What follows belongs to an exercise in optimizing a design on an open flow for small area; a production flow would make more cautious choices.
In this exercise RTL edits were held to simulation tests only and were not proved equivalent to the original.
Power and IR drop assume default switching activity.

## run 1
// rv_core
module rv_core (
  input  logic             clk,
  input  logic             rst,
  input  rv_pkg::word_t    insn,
  input  rv_pkg::word_t    dmem_rdata,
  output rv_pkg::word_t    pc,
  output rv_pkg::word_t    dmem_addr,
  output rv_pkg::word_t    dmem_wdata,
  output rv_pkg::byte_en_t dmem_be,
  output logic             halt
);
clock: 15.0 ns
lec_check: 0
cap_margin: 20
core_margin: 2
core_utilization: 40
slew_margin: 20
run.sh (not shown) runs the stock make flow with config.mk's settings and CLKGATE_MAP_FILE= SYNTH_SCRIPT=/design/flow/synth_recipe.tcl, a recipe that flattens the netlist after the stock synthesis.
Run 1 | stages: all done | timing, DRC, antenna: all pass
The inputs of run 2 differ from those of run 1 as listed below.
- CORE_UTILIZATION: 40 -> 60
==> flow/flow/run.sh (new file) <==
#!/bin/bash
# Standard ORFS layout with these changes: after floorplan the combinational
# logic is remapped for area (flow/restructure.tcl), ports are buffered with the
# smallest buffer, and clock tree synthesis uses larger sink clusters without
# dummy loads.
set -euo pipefail
WORK=$(pwd)
mkdir -p "$WORK/rmp"
python3 "$WORK/flow/filter_lib.py" "$FLOW_HOME/platforms/sky130hd/lib/sky130_fd_sc_hd__tt_025C_1v80.lib" \
  "$WORK/rmp/restructure.lib" lpflow probe > "$WORK/filter_lib.log" 2>&1
export RMP_LIB="$WORK/rmp/restructure.lib"
export RMP_DIR="$WORK/rmp"
export POST_FLOORPLAN_TCL="$WORK/flow/restructure.tcl"
export BUFFER_PORTS_ARGS="-buffer_cell sky130_fd_sc_hd__buf_1"
export CTS_ARGS="-sink_clustering_enable -repair_clock_nets -dont_use_dummy_load -buf_list sky130_fd_sc_hd__clkbuf_8 -sink_clustering_size 20 -sink_clustering_max_diameter 40"
bash standard.sh > orfs_make.log 2>&1
==> flow/flow/filter_lib.py (new file) <==
"""Write a copy of a Liberty file without the cells whose names match any of the
given substrings (the platform's don't-use cells), for logic restructuring."""
import re
import sys

src, dst = sys.argv[1], sys.argv[2]
drop = sys.argv[3:]
text = open(src).read()
out = []
pos = 0
for m in re.finditer(r'\n\s*cell\s*\(\s*"?([\w]+)"?\s*\)\s*\{', text):
    if m.start() < pos:
        continue
    name = m.group(1)
    if not any(d in name for d in drop):
        continue
    # find the matching close brace of this cell group
    depth = 0
    i = m.end() - 1
    while True:
        c = text[i]
        if c == '{':
            depth += 1
        elif c == '}':
            depth -= 1
            if depth == 0:
                break
        i += 1
    out.append(text[pos:m.start()])
    pos = i + 1
out.append(text[pos:])
open(dst, 'w').write(''.join(out))
==> flow/flow/restructure.tcl (new file) <==
# Sourced after floorplan (POST_FLOORPLAN_TCL): drop the buffers synthesis
# inserted and remap the combinational logic for area. Registers are left as
# synthesis made them. The liberty given to the remapper has the platform's
# don't-use cells removed.
remove_buffers
restructure -target area -liberty_file $::env(RMP_LIB) \
  -tielo_port sky130_fd_sc_hd__conb_1/LO -tiehi_port sky130_fd_sc_hd__conb_1/HI \
  -work_dir $::env(RMP_DIR) -abc_logfile $::env(RMP_DIR)/abc.log
report_design_area
==> flow/standard.sh (new file) <==
#!/bin/bash
# synth_recipe.tcl (not shown) runs the flow's synth.tcl, then flattens the netlist and writes it again
# the make line also repeats each setting of config.mk as NAME=value (left out here)
make -C /OpenROAD-flow-scripts/flow DESIGN_CONFIG=/design/flow/config.mk WORK_HOME=/design/flow/orfs CLKGATE_MAP_FILE= SYNTH_SCRIPT=/design/flow/synth_recipe.tcl "${@:-finish}"
removed: flow/run.sh
### Flow results
- Status | run 2 and run 1 | clean
- Per the comparison of run 2 with run 1, instance count on the critical path up 1; minimum clock period went up 0.80 ns; pre-CTS setup slack went down; fraction of met1 tracks used by global routing up 17 points.
- Run 2 against run 1; non-filler instance count after layout is down by more than 10%.
- [run 2 vs run 1] finished layout cell area: lower in run 2
- In run 2 the non-clock buffer count turned out about 13% lower than in run 1.
- Run 2 against run 1: worst-case reg-to-reg path depth picked up an extra 5; number of DRC violations after detailed-routing iteration 0 now sits higher; worst hold slack shows a reduction of 0.074 ns.
What run 3 does differently from run 2 at the input level:
==> flow/flow/run.sh <==
#!/bin/bash
# Standard ORFS layout with two changes: ports are buffered with the smallest
# buffer, and clock tree synthesis uses larger sink clusters without dummy loads.
set -euo pipefail
export BUFFER_PORTS_ARGS="-buffer_cell sky130_fd_sc_hd__buf_1"
export CTS_ARGS="-sink_clustering_enable -repair_clock_nets -dont_use_dummy_load -buf_list sky130_fd_sc_hd__clkbuf_8 -sink_clustering_size 20 -sink_clustering_max_diameter 40"
bash standard.sh > orfs_make.log 2>&1
removed: flow/flow/filter_lib.py
removed: flow/flow/restructure.tcl
[run 3] share of power burned in combinational logic rose 0.3 points relative to run 2
As far as distinct cell type count after synthesis goes, run 2 and run 3 are indistinguishable; the numbers are identical.
From run 2 to run 3, total number of sequential cells did not move at all.
Summary of run 3 over run 2: sequential share of layout area moved down; power in combinational cells now larger.
Number of global-route vias before repair went up by a few percent going from run 2 to run 3.
The end-of-flow core utilization in run 3 sits 3.3 points above the value recorded for run 2.
Delta (run 3 minus run 2): global-route usage went down 0.60 points, clock period minus final worst setup slack went down 1.78 ns.
Run comparison: run 3 timing endpoint of the critical path dmem_addr[30]; run 2 timing endpoint of the critical path dmem_addr[31]
Re minimum setup slack in the final design: run 3 is 1.78 ns up on run 2.

* * *

The RTL this note starts from:
==> flow/design.v <==
package rv_pkg;
  localparam int xlen = 32;
  typedef logic [31:0]     word_t;
  typedef logic [4:0]      reg_addr_t;
  typedef logic [3:0]      byte_en_t;
  typedef logic [2:0]      funct3_t;
  typedef logic [7:0]      byte_t;
endpackage
`timescale 1ns/10ps
module rv_regfile (
  input  logic              clk,
  input  logic              pol,
  input  logic              we,
  input  logic              clr,
  input  rv_pkg::reg_addr_t rs1,
  input  rv_pkg::reg_addr_t rs2,
  input  rv_pkg::reg_addr_t rd,
  input  rv_pkg::byte_t     wd,
  output rv_pkg::byte_t     rs1_byte,
  output rv_pkg::byte_t     rs2_byte
);
  logic [31:0]   regs [1:31];
  rv_pkg::byte_t wd_s;
  assign wd_s = wd ^ {8{pol}};
  always_ff @(posedge clk) begin
    for (int i = 1; i < 32; i++) begin
      if (clr || (we && rd == i[4:0])) begin
        regs[i] <= {~wd_s, regs[i][31:8]};
      end else begin
        regs[i] <= {~regs[i][7:0], regs[i][31:8]};
      end
    end
  end
  rv_pkg::byte_t tails [0:31];
  always_comb begin
    tails[0] = {8{pol}};
    for (int i = 1; i < 32; i++) tails[i] = regs[i][7:0];
  end
  assign rs1_byte = tails[rs1] ^ {8{pol}};
  assign rs2_byte = tails[rs2] ^ {8{pol}};
endmodule
`timescale 1ns/10ps
module rv_core (
  input  logic             clk,
  input  logic             rst,
  input  rv_pkg::word_t    insn,
  input  rv_pkg::word_t    dmem_rdata,
  output rv_pkg::word_t    pc,
  output rv_pkg::word_t    dmem_addr,
  output rv_pkg::word_t    dmem_wdata,
  output rv_pkg::byte_en_t dmem_be,
  output logic             halt
);
  logic [1:0]  ph;        
  logic        pass;      
  logic        clr;       
  logic        pol;       
  logic [31:2] pc_q;
  logic [23:0] s_q;       
  logic [31:0] t_q;       
  logic        c_q;       
  logic        ci_q;      
  logic        z_q;       
  logic        flag_q;    
  logic        sgn_q;     
  logic [4:0]  sh_q;      
  logic [4:0] op;
  logic [2:0] f3;
  logic is_lui, is_auipc, is_jal, is_jalr, is_br, is_ld, is_st, is_alu;
  logic is_reg, is_shift, is_slt, is_logic, two_pass, last;
  assign op       = insn[6:2];
  assign f3       = insn[14:12];
  assign is_lui   = !op[4] && op[0] && op[3];
  assign is_auipc = !op[4] && op[0] && !op[3];
  assign is_jal   = op[1];
  assign is_jalr  = op[4] && op[0] && !op[1];
  assign is_br    = op[4] && !op[2] && !op[0];
  assign is_ld    = !op[4] && !op[3] && !op[2];
  assign is_st    = !op[4] && op[3] && !op[2];
  assign is_alu   = !op[4] && op[2] && !op[0];
  assign is_reg   = is_alu && op[3];
  assign halt     = op[4] && op[2];
  assign is_shift = is_alu && f3[1:0] == 2'b01;
  assign is_slt   = is_alu && f3[2:1] == 2'b01;
  assign is_logic = is_alu && f3[2] && f3 != 3'b101;
  assign two_pass = is_br || is_ld || is_st || is_shift || is_slt;
  assign last     = !two_pass || pass;
  rv_pkg::word_t imm;
  rv_pkg::byte_t imm_b;
  always_comb begin
    if (!op[4] && op[0])
      imm = {insn[31:12], 12'b0};
    else if (is_jal)
      imm = {{12{insn[31]}}, insn[19:12], insn[20], insn[30:21], 1'b0};
    else if (is_br)
      imm = {{20{insn[31]}}, insn[7], insn[30:25], insn[11:8], 1'b0};
    else if (is_st)
      imm = {{21{insn[31]}}, insn[30:25], insn[11:7]};
    else
      imm = {{21{insn[31]}}, insn[30:20]};
    imm_b = imm[8*ph +: 8];
  end
  rv_pkg::byte_t rs1_b, rs2_b, wd;
  logic          we;
  rv_regfile regfile0 (
    .clk(clk), .pol(pol), .we(we), .clr(clr), .rs1(insn[19:15]), .rs2(insn[24:20]),
    .rd(insn[11:7]), .wd(wd), .rs1_byte(rs1_b), .rs2_byte(rs2_b)
  );
  rv_pkg::byte_t pc_b, a, b, bx, sum, alu_out;
  logic          sub, cin, cout;
  assign pc_b = {pc_q, 2'b00} >> (8 * ph);
  assign a    = is_lui ? 8'h00 :
                (is_auipc || is_jal || (is_br && pass)) ? pc_b : rs1_b;
  assign b    = (is_reg || (is_br && !pass)) ? rs2_b : imm_b;
  assign sub  = (is_reg && f3 == 3'b000 && insn[30]) || is_slt || (is_br && !pass);
  assign bx   = sub ? ~b : b;
  assign cin  = (ph == 2'd0) ? sub : c_q;
  assign {cout, sum} = {1'b0, a} + {1'b0, bx} + {8'b0, cin};
  always_comb begin
    if (is_logic) begin
      case (f3[1:0])
        2'b00:   alu_out = a ^ b;
        2'b10:   alu_out = a | b;
        default: alu_out = a & b;
      endcase
    end else begin
      alu_out = sum;
    end
  end
  logic eq, lt, ltu, cmp, flag_d;
  assign eq     = (ph == 2'd0 || z_q) && sum == 8'h00;
  assign lt     = (a[7] ^ b[7]) ? a[7] : sum[7];
  assign ltu    = !cout;
  assign cmp    = (is_br ? f3[1] : f3[0]) ? ltu : lt;
  assign flag_d = is_br ? ((f3[2] ? cmp : eq) ^ f3[0]) : cmp;
  rv_pkg::byte_t inc;
  logic          inc_c;
  assign {inc_c, inc} = {1'b0, pc_b} + {6'b0, ph == 2'd0, 2'b00} + {8'b0, ph != 2'd0 && ci_q};
  rv_pkg::byte_t np;
  logic          take;
  assign take = is_jal || is_jalr || (is_br && flag_q) || ((is_ld || is_st) && !pass);
  assign np   = take ? sum : inc;
  logic [1:0]  q;
  logic [2:0]  r;
  logic        right;
  logic [2:0]  qq;        
  logic [1:0]  lo_sel, hi_sel;
  logic        lo_ok, hi_ok;
  logic [2:0]  off;
  rv_pkg::byte_t lo, hi, fill, sh_out;
  logic [15:0] w;
  logic        ld_in;     
  assign ld_in = f3[1] || (f3[0] ? !ph[1] : ph == 2'd0);
  assign q     = sh_q[4:3];
  assign r     = sh_q[2:0];
  assign right = f3[2] || is_ld;
  assign qq    = {1'b0, q} + {2'b0, r != 3'd0};
  assign fill  = {8{sgn_q && (is_ld ? !f3[2] : f3[2] && insn[30])}};
  always_comb begin
    if (right) begin
      lo_sel = q;
      lo_ok  = {1'b0, ph} + {1'b0, q} <= 3'd3;
      hi_ok  = {1'b0, ph} + {1'b0, q} <= 3'd2;
      off    = r;
    end else begin
      lo_sel = 2'd0 - qq[1:0];
      lo_ok  = {1'b0, ph} >= qq;
      hi_ok  = {1'b0, ph} + 3'd1 >= qq;
      off    = 3'd0 - r;
    end
    if (is_ld) lo_ok = ld_in;
    hi_sel = lo_sel + 2'd1;
    lo = lo_ok ? t_q[8*lo_sel +: 8] : fill;
    hi = hi_ok ? t_q[8*hi_sel +: 8] : fill;
    w  = {hi, lo};
    sh_out = w[off +: 8];
  end
  always_comb begin
    if (clr) wd = 8'h00;
    else if (is_jal || is_jalr) wd = inc;
    else if (is_ld || is_shift) wd = sh_out;
    else if (is_slt) wd = {7'b0, ph == 2'd0 && flag_q};
    else wd = alu_out;
  end
  assign we = (is_lui || is_auipc || is_jal || is_jalr || ((is_alu || is_ld) && last))
              && !clr;
  logic [31:2] addr;
  logic [3:0]  be_mask;
  assign addr = {np, s_q[23:2]};
  assign dmem_addr = {addr, 2'b00};
  assign dmem_wdata = {f3[1] ? rs2_b : (f3[0] ? t_q[23:16] : t_q[15:8]),
                       f3[1] ? t_q[31:24] : t_q[15:8],
                       (f3[1:0] == 2'b00) ? t_q[15:8] : t_q[23:16],
                       t_q[15:8]};
  assign be_mask = f3[1] ? 4'b1111 : (f3[0] ? 4'b0011 : 4'b0001);
  assign dmem_be = (is_st && !pass && ph == 2'd3 && !clr && !rst) ? (be_mask << sh_q[4:3]) : 4'b0000;
  assign pc = {pc_q, 2'b00};
  always_ff @(posedge clk) begin
    if (rst) begin
      ph   <= 2'd0;
      pass <= 1'b0;
      clr  <= 1'b1;
      pc_q <= '0;
    end else begin
      ph <= ph + 2'd1;
      if (ph == 2'd3) begin
        if (clr) begin
          clr <= 1'b0;
        end else if (last) begin
          pass <= 1'b0;
          pc_q <= addr;
        end else begin
          pass <= 1'b1;
        end
      end
    end
  end
  always_ff @(posedge clk) begin
    if (ph == 2'd3) pol <= !pol;
    c_q  <= cout;
    ci_q <= inc_c;
    z_q  <= eq;
    if (ph == 2'd3 && !pass) flag_q <= flag_d;
    if (ph == 2'd0 && !pass) sh_q <= (is_ld || is_st) ? {sum[1:0], 3'b000} : b[4:0];
    if (is_ld && pass) begin
      if (ld_in) sgn_q <= sh_out[7];
    end else if (ph == 2'd3) begin
      sgn_q <= rs1_b[7];
    end
    s_q <= {np, s_q[23:8]};
    if (is_ld && !pass && ph == 2'd3) begin
      t_q <= dmem_rdata;
    end else begin
      t_q <= {is_st ? rs2_b : (pass ? t_q[7:0] : rs1_b), t_q[31:8]};
    end
  end
endmodule
==> flow/config.mk <==
export PLATFORM = sky130hd
export DESIGN_NAME = rv_core
export DESIGN_NICKNAME = rv_core
export VERILOG_FILES = /design/flow/design.v
export SDC_FILE = /design/flow/constraint.sdc
export NUM_CORES = 4
export LEC_CHECK = 0
export CAP_MARGIN = 20
export CORE_MARGIN = 2
export CORE_UTILIZATION = 75
export SLEW_MARGIN = 20
==> flow/constraint.sdc <==
create_clock -name core_clock -period 15.0 [get_ports {clk}]
set_input_delay 3.0000 -clock core_clock [delete_from_list [all_inputs] [get_ports {clk}]]
set_output_delay 3.0000 -clock core_clock [all_outputs]
set_load 0.01 [all_outputs]
standard.sh (not shown) runs the stock make flow with config.mk's settings and CLKGATE_MAP_FILE= SYNTH_SCRIPT=/design/flow/synth_recipe.tcl, a recipe that flattens the netlist after the stock synthesis.
==> flow/flow/run.sh <==
#!/bin/bash
# Standard ORFS layout with these changes: after floorplan the combinational
# logic is remapped for area (flow/restructure.tcl), ports are buffered with the
# smallest buffer, and clock tree synthesis uses larger sink clusters without
# dummy loads.
set -euo pipefail
WORK=$(pwd)
mkdir -p "$WORK/rmp"
python3 "$WORK/flow/filter_lib.py" "$FLOW_HOME/platforms/sky130hd/lib/sky130_fd_sc_hd__tt_025C_1v80.lib" \
  "$WORK/rmp/restructure.lib" lpflow probe > "$WORK/filter_lib.log" 2>&1
export RMP_LIB="$WORK/rmp/restructure.lib"
export RMP_DIR="$WORK/rmp"
export POST_FLOORPLAN_TCL="$WORK/flow/restructure.tcl"
export BUFFER_PORTS_ARGS="-buffer_cell sky130_fd_sc_hd__buf_1"
export CTS_ARGS="-sink_clustering_enable -repair_clock_nets -dont_use_dummy_load -buf_list sky130_fd_sc_hd__clkbuf_8 -sink_clustering_size 20 -sink_clustering_max_diameter 40"
bash standard.sh > orfs_make.log 2>&1
==> flow/flow/filter_lib.py <==
"""Write a copy of a Liberty file without the cells whose names match any of the
given substrings (the platform's don't-use cells), for logic restructuring."""
import re
import sys

src, dst = sys.argv[1], sys.argv[2]
drop = sys.argv[3:]
text = open(src).read()
out = []
pos = 0
for m in re.finditer(r'\n\s*cell\s*\(\s*"?([\w]+)"?\s*\)\s*\{', text):
    if m.start() < pos:
        continue
    name = m.group(1)
    if not any(d in name for d in drop):
        continue
    # find the matching close brace of this cell group
    depth = 0
    i = m.end() - 1
    while True:
        c = text[i]
        if c == '{':
            depth += 1
        elif c == '}':
            depth -= 1
            if depth == 0:
                break
        i += 1
    out.append(text[pos:m.start()])
    pos = i + 1
out.append(text[pos:])
open(dst, 'w').write(''.join(out))
==> flow/flow/restructure.tcl <==
# Sourced after floorplan (POST_FLOORPLAN_TCL): drop the buffers synthesis
# inserted and remap the combinational logic for area. Registers are left as
# synthesis made them. The liberty given to the remapper has the platform's
# don't-use cells removed.
remove_buffers
restructure -target area -liberty_file $::env(RMP_LIB) \
  -tielo_port sky130_fd_sc_hd__conb_1/LO -tiehi_port sky130_fd_sc_hd__conb_1/HI \
  -work_dir $::env(RMP_DIR) -abc_logfile $::env(RMP_DIR)/abc.log
report_design_area
The starting point ran to the end with no violations.
Change:
--- a/flow/config.mk
+++ b/flow/config.mk
@@ -10 +10 @@
-export CORE_UTILIZATION = 75
+export CORE_UTILIZATION = 70
Result: The changed run produced a clean layout. Worst hold slack degrades by 0.054 ns. Routed wire length drops by about 2.7%. Flip-flop and latch count stays the same. Core utilization drops by 4.8 points. Power drops by 1.2%. Design area is about the same.
Change:
--- a/flow/flow/run.sh
+++ b/flow/flow/run.sh
@@ -5 +5 @@
-# dummy loads.
+# dummy loads. Timing-driven placement keeps none of its resizing.
@@ -15,0 +16 @@
+export GPL_KEEP_OVERFLOW=0
--- a/flow/config.mk
+++ b/flow/config.mk
@@ -10 +10 @@
-export CORE_UTILIZATION = 70
+export CORE_UTILIZATION = 60
What happened: Hold slack improves by 0.039 ns; worst setup slack degrades by 0.62 ns; wire length is higher by 4.6%; global-route usage is lower by 4.3 points; final area is higher by 1.4%; die area is higher by 16%; core utilization is lower by 8.7 points; critical path depth is lower by 1.
Change:
--- a/flow/flow/run.sh
+++ b/flow/flow/run.sh
@@ -5 +5 @@
-# dummy loads. Timing-driven placement keeps none of its resizing.
+# dummy loads.
@@ -16 +15,0 @@
-export GPL_KEEP_OVERFLOW=0
Outcome:
- wire length fell by about 0.8%
- worst setup slack is better by 0.29 ns
- total power rose by 0.36%
- combinational power fell by about 0.7%
- critical path depth fell by 3
- area after synthesis does not change
- clock-buffer cell count rose by 3
- cell area fell by about 0.47%
- utilization fell by 0.26 points
- sequential share of layout area rose by 0.29 points
- maximum frequency rose by 2.1%

port drivers added, routing unchanged:
The results above use ideal ports. As a check the final layouts listed here were re-extracted and re-timed, cells and wires unchanged.
Step 1 sets driving cells, clkbuf_16 on the clock port and buf_2 on the other inputs (assumed; they add their load-dependent delay and slew).
Step 2, shift: input delay + t, output delay - t, t = (earliest + latest rising clock arrival at the registers) / 2. This alone moves slack from input paths to output paths.
Three values: ideal ports, drivers, drivers and shift; two values: the first two.
run	t, ns	setup slack, ns	worst setup path at the end	latest minus earliest clock arrival (ns)	worst slew at a driven data input, ns
run 1	0.736	2.771 / 2.748 / 2.748	input to output	0.048 / 0.048	0.07
run 2	0.767	1.967 / 1.890 / 1.890	input to output	0.130 / 0.130	0.07
run 3	0.784	3.745 / 3.716 / 3.716	input to output	0.144 / 0.144	0.14
the first run of note 2	0.760	1.606 / 1.500 / 1.500	input to output	0.154 / 0.154	0.14
the second run of note 2	0.745	1.652 / 1.568 / 1.568	input to output	0.132 / 0.132	0.17
the third run of note 2	0.752	1.034 / 0.943 / 0.943	input to output	0.157 / 0.157	0.14
the fourth run of note 2	0.760	1.325 / 1.228 / 1.228	input to output	0.114 / 0.115	0.14
After both steps every run listed still meets setup and hold. For the first run of note 2, which loses most, drivers alone change the setup slack by -0.106 ns; drivers and shift together by -0.106 ns.
